What follows belongs to an exercise in optimizing a design on an open flow for a short achievable clock period and few clock cycles; a production flow would make more cautious choices. The RTL was checked by simulation tests, not by an equivalence proof against the original design. No activity file was given, so power comes from the tool's default toggle rates.

## run A
## cpu
module cpu #(
	parameter cpu_pkg::word_t reset_pc = 32'h0000_0000
) (
	input logic clock,
	input logic reset,
	output cpu_pkg::word_t instr_addr,
	input cpu_pkg::word_t instr_data,
	output cpu_pkg::word_t data_addr,
	output cpu_pkg::word_t data_wdata,
	output logic data_wen,
	output logic data_ren,
	input cpu_pkg::word_t data_rdata
);
	cpu_pkg::ifid_t ifid;
	cpu_pkg::idex_t idex;
	cpu_pkg::exmem_t exmem;
	logic stall;
	logic redirect;
	cpu_pkg::word_t redirect_pc;
	fetch_stage #(
		.reset_pc(reset_pc)
	) u_fetch (
		.clock(clock),
		.reset(reset),
		.stall(stall),
		.redirect(redirect),
		.redirect_pc(redirect_pc),
		.instr_addr(instr_addr),
		.instr_data(instr_data),
		.ifid(ifid)
	);
	decode_stage u_decode (
		.clock(clock),
		.reset(reset),
		.ifid(ifid),
		.redirect(redirect),
		.exmem(exmem),
		.data_rdata(data_rdata),
		.idex(idex),
		.stall(stall)
	);
	execute_stage u_execute (
		.clock(clock),
		.reset(reset),
		.idex(idex),
		.exmem(exmem),
		.redirect(redirect),
		.redirect_pc(redirect_pc)
	);
	memory_stage u_memory (
		.exmem(exmem),
		.data_addr(data_addr),
		.data_wdata(data_wdata),
		.data_wen(data_wen),
		.data_ren(data_ren)
	);
endmodule
Size in the first run: about 4600 cells after synthesis, roughly 1400 flip-flops, ~160 I/O pins, ~0.068 mm² of cells after synthesis.
clock: 7.0 ns
lec_check: 0
abc_clock_period_in_ps: 4000
cap_margin: 20
core_margin: 2
core_utilization: 40
place_density: 0.6
setup_slack_margin: 2.5
slew_margin: 20
run.sh (not shown) runs the stock make flow with config.mk's settings and CLKGATE_MAP_FILE= SYNTH_SCRIPT=/design/flow/synth_recipe.tcl, a recipe that flattens the netlist after the stock synthesis.
Run A has completed all stages; timing, DRC and antenna checks passed.
Testbench counts of run A, summed over its fixed seeds: cycles 145,360.
The following lists how run B was set up differently from run A:
Settings: ABC_CLOCK_PERIOD_IN_PS changed from 4000 to 3000; SETUP_SLACK_MARGIN changed from 2.5 to 3.5.
Findings:
- Going from run A to run B, share of layout cells above drive strength 1 saw an increase; sequential cell area level; number of multi-input combinational cells in the layout flat; core utilization higher.
- Diff run A -> run B | final layout net count | increase of 137
- Run B falls short of run A in hold slack.
- Cmp run B vs run A: power higher in run B
- Summary of run B over run A: global-route usage higher, combinational group share of total power higher.
- Instance area after placement: run B higher than run A
- Run A -> run B: final instance count without filler cells increased by a few percent
- Looking at library cell contributing the largest single delay on the critical path, the dfxtp_4 result is from run B; the dfxtp_1 one comes from run A.


Setup of the reference run:
Another version of the RTL of cpu (not shown whole).
Size: ~8900 cells after synthesis, ~160 I/O pins.
Settings: LEC_CHECK=0, ABC_CLOCK_PERIOD_IN_PS=3000, CAP_MARGIN=20, CORE_MARGIN=2, CORE_UTILIZATION=40, PLACE_DENSITY=0.6, SETUP_SLACK_MARGIN=4.5, SLEW_MARGIN=20; clock period 7.0 ns.
standard.sh (not shown) runs the stock make flow with config.mk's settings and CLKGATE_MAP_FILE= SYNTH_SCRIPT=/design/flow/synth_recipe.tcl, a recipe that flattens the netlist after the stock synthesis.
==> flow/flow/run.sh <==
#!/bin/bash
# The standard layout (standard.sh), with one change: the buffers that
# the flow puts on every input and output port are buf_4 cells rather than
# the flow's default pick. Make's full output goes to flow_make.log here.
set -euo pipefail
export BUFFER_PORTS_ARGS="-buffer_cell sky130_fd_sc_hd__buf_4"
bash standard.sh finish > flow_make.log 2>&1
The reference run ended with every stage complete and zero timing, DRC or antenna violations.
Testbench counts of the reference run, summed over its fixed seeds: cycles 137,698.
> inputs changed (the reference run -> the trial run)
==> flow/run.sh (new file) <==
#!/bin/bash
# synth_recipe.tcl (not shown) runs the flow's synth.tcl, then flattens the netlist and writes it again
# the make line also repeats each setting of config.mk as NAME=value (left out here)
make -C /OpenROAD-flow-scripts/flow DESIGN_CONFIG=/design/flow/config.mk WORK_HOME=/design/flow/orfs CLKGATE_MAP_FILE= SYNTH_SCRIPT=/design/flow/synth_recipe.tcl finish
removed: flow/flow/run.sh
removed: flow/standard.sh
The trial run vs. the reference run: HPWL after detailed placement went down, pre-CTS worst setup slack went down, setup slack went down. Between the reference run and the trial run, the flow reports timing-limited maximum frequency decreasing by a few percent. The run showing the smaller total met2 wirelength after detailed routing is the reference run. Across both runs, final-layout non-clock buffer area share was higher for the trial run than for the reference run. Clock-buffer cell count: the trial run > the reference run. Routed wire in the trial run totals less than in the reference run. | via count | the trial run vs the reference run | better |. Initial antenna violation count (the trial run vs. the reference run) increases by more than 10%.

-- port drivers added, routing unchanged --
Ports are ideal in the flow. The routed layouts listed here were re-timed in OpenROAD.
Step 1 sets driving cells, clkbuf_16 on the clock port and buf_2 on the other inputs (assumed; they add their load-dependent delay and slew).
Step 2 adds t to the input delays and takes it off the output delays; t is the mean of the earliest and latest rising clock arrival at the registers after step 1. Input paths then give back, and output paths get back, about the clock's delay inside the block.
Three values: no drivers, after step 1, after step 2; two values: the first two.
run	t, ns	setup WS [ns]	hold slack, ns	latest minus earliest clock arrival (ns)	pins driven straight from the clock port
run A	0.858	2.488 / 2.488 / 1.826	0.338 / 0.338 / 0.338	0.022 / 0.022	1
run B	0.879	3.083 / 3.083 / 2.655	0.330 / 0.330 / 0.330	0.028 / 0.027	1
the reference run	1.038	3.164 / 3.164 / 2.956	0.333 / 0.333 / 0.333	0.069 / 0.069	1
the trial run	1.016	3.080 / 3.080 / 2.650	0.336 / 0.336 / 0.336	0.061 / 0.061	1
After both steps every run listed still meets setup and hold. For run A, which loses most, drivers alone change the setup slack by 0.000 ns; drivers and shift together by -0.662 ns.
